Background: an optimization exercise with open tools, aiming at small area. Do not read the settings as production practice.
Only simulation tests tie the RTL to the original design; equivalence was not proved.
Power is estimated from default activity; no workload was simulated.

## branch_predictor
module branch_predictor (
	input logic CLK,
	input logic nrst,
	input logic en,
	input logic [10:0] if_pc,
	input logic [23:0] id_in,
	input logic [20:0] exe_in,
	output logic [11:0] if_out,
	output logic [1:0] exe_correction,
	output logic [10:0] exe_pbt,
	output logic [10:0] exe_cni,
	output logic flush,
	output logic id_jump_in_bht
);
export LEC_CHECK = 0
export CAP_MARGIN = 20
export CORE_MARGIN = 2
export CORE_UTILIZATION = 55
export SLEW_MARGIN = 20
export SYNTH_HIERARCHICAL = 1
create_clock -name core_clock -period 14.0 [get_ports {CLK}]
standard.sh (not shown) runs the stock make flow with config.mk's settings and CLKGATE_MAP_FILE= SYNTH_SCRIPT=/design/flow/synth_recipe.tcl, a recipe that flattens the netlist after the stock synthesis.
==> flow/flow/run.sh <==
#!/bin/bash
# The standard layout with two changes:
# - clock tree: small sink buffers (clkbuf_4) driving clusters of up to 8 registers,
#   in place of clkbuf_16 clusters, for a smaller clock tree at the same slew limit
# - port buffers: buf_1 in place of the default delay buffer
set -euo pipefail
export CTS_ARGS="-sink_clustering_enable -repair_clock_nets -buf_list sky130_fd_sc_hd__clkbuf_4 -root_buf sky130_fd_sc_hd__clkbuf_16 -sink_buffer_max_cap_derate 1.0 -sink_clustering_size 8 -sink_clustering_max_diameter 60"
export BUFFER_PORTS_ARGS="-buffer_cell sky130_fd_sc_hd__buf_1"
bash standard.sh > standard.log 2>&1
The starting point went through all stages and came out clean.
Next try:
--- a/flow/design.v
+++ b/flow/design.v
@@ -73,16 +73,22 @@
 `timescale 1ns/1ns
 `default_nettype none
 module bht_aoi222 (
 	input logic a0, b0, a1, b1, a2, b2,
 	output logic y
 );
 	assign y = !((a0 && b0) || (a1 && b1) || (a2 && b2));
 endmodule
+module bht_aoi22 (
+	input logic a0, b0, a1, b1,
+	output logic y
+);
+	assign y = !((a0 && b0) || (a1 && b1));
+endmodule
 module bht_nand2 (
 	input logic a, b,
 	output logic y
 );
 	assign y = !(a && b);
 endmodule
 module bht_nand3 (
 	input logic a, b, c,
@@ -187,23 +193,26 @@
 		for (int w = 0; w < 4; w++)
 			wsel[w] = match[w] && ((match & ~(4'd1 << w)) == 4'd0);
 		hit = |wsel;
 	end
 	if (D > 0) begin : g_data
 		genvar b;
 		for (b = 0; b < D; b++) begin : g_bit
 			logic [1:0] t;
-			bht_aoi222 u_lo (
+			bht_aoi22 u_lo (
 				.a0(wsel[0]), .b0(rd[27 + b]),
 				.a1(wsel[1]), .b1(rd[27 + D + b]),
-				.a2(wsel[2]), .b2(rd[27 + 2*D + b]),
 				.y(t[0])
 			);
-			bht_nand2 u_hi (.a(wsel[3]), .b(rd[27 + 3*D + b]), .y(t[1]));
+			bht_aoi22 u_hi (
+				.a0(wsel[2]), .b0(rd[27 + 2*D + b]),
+				.a1(wsel[3]), .b1(rd[27 + 3*D + b]),
+				.y(t[1])
+			);
 			bht_nand2 u_or (.a(t[0]), .b(t[1]), .y(data[b]));
 		end
 	end else begin : g_nodata
 		assign data = 1'b0;
 	end
 endmodule
 `default_nettype wire
 `timescale 1ns/1ns
@@ -313,40 +322,39 @@
 	logic [3:0] alloc_wsel;
 	logic [1:0] wr_ctr;
 	assign alloc_wr = en && alloc;
 	assign upd_wr = en && is_branch && exe_hit && !alloc;
 	assign alloc_wsel = 4'd1 << alloc_way;
 	assign wr_ctr = alloc ? (is_jump ? 2'd3 : 2'd1) : next_ctr;
 	logic [15:0] a_rown, u_rown;
 	logic [3:0] a_coln, u_coln;
-	logic [15:0][3:0] tag_we, tgt_we, ctr_we;
+	logic [15:0][3:0] ent_we, ctr_we;
 	assign a_rown = ~({16{alloc_wr}} & id_sel);
 	assign u_rown = ~({16{upd_wr}} & exe_sel);
 	assign a_coln = ~alloc_wsel;
 	assign u_coln = ~exe_wsel;
 	genvar gs, gw;
 	for (gs = 0; gs < 16; gs++) begin : g_we_set
 		for (gw = 0; gw < 4; gw++) begin : g_we_way
-			bht_nor2 u_tag_we (.a(a_rown[gs]), .b(a_coln[gw]), .y(tag_we[gs][gw]));
-			bht_nor2 u_tgt_we (.a(a_rown[gs]), .b(a_coln[gw]), .y(tgt_we[gs][gw]));
+			bht_nor2 u_ent_we (.a(a_rown[gs]), .b(a_coln[gw]), .y(ent_we[gs][gw]));
 			bht_oai22 u_ctr_we (
 				.a0(a_rown[gs]), .b0(a_coln[gw]),
 				.a1(u_rown[gs]), .b1(u_coln[gw]),
 				.y(ctr_we[gs][gw])
 			);
 		end
 	end
 	always_ff @(posedge CLK) begin
 		for (int s = 0; s < 16; s++) begin
 			for (int w = 0; w < 4; w++) begin
-				if (tag_we[s][w])
+				if (ent_we[s][w]) begin
 					tag_q[s][w] <= (s >= 12) ? ~id_in[22:17] : id_in[22:17];
-				if (tgt_we[s][w])
 					tgt_q[s][w] <= (s >= 12) ? ~id_in[12:2] : id_in[12:2];
+				end
 				if (ctr_we[s][w])
 					ctr_q[s][w] <= (s >= 12) ? ~wr_ctr : wr_ctr;
 			end
 		end
 	end
 	logic [1:0] ptr_d;
 	logic full_d;
 	assign ptr_d = nrst ? alloc_way + 2'd1 : 2'd0;
After rerunning:
- clock-buffer cell count came out lower by 5
- fmax came out higher by a few percent
- worst setup slack gets better by 0.58 ns
- via count came out higher slightly
- final cell count came out lower by a few percent
- global-route usage came out higher by 2.1 points
- wire length came out higher by a few percent
- flip-flop and latch count does not change
- cell area stays flat
- worst hold slack gets worse by 0.0078 ns
- power barely changes
- die area barely changes

static timing again, ports no longer ideal:
No port has a modelled driver above. Below, the same layouts with a new extraction and two added sets of constraints.
Step 1, drivers: a clkbuf_16 drives CLK and a buf_2 each remaining input, both assumed.
Step 2 moves the port delays by t, midway between the first and last clock arrival at a register: inputs arrive t later, outputs are due t later. That takes back most of the time a late clock gives input paths.
a / b / c = ideal ports / drivers / drivers and shift; a / b = the first two.
run | shift t [ns] | setup WS [ns] | worst setup path after step 2
the first run | 0.881 | 2.177 / 2.153 / 2.153 | input to output
the second run | 0.872 | 2.762 / 2.735 / 2.735 | input to output
After both steps every run listed still meets setup and hold. For the second run, which loses most, drivers alone change the setup slack by -0.027 ns; drivers and shift together by -0.027 ns.
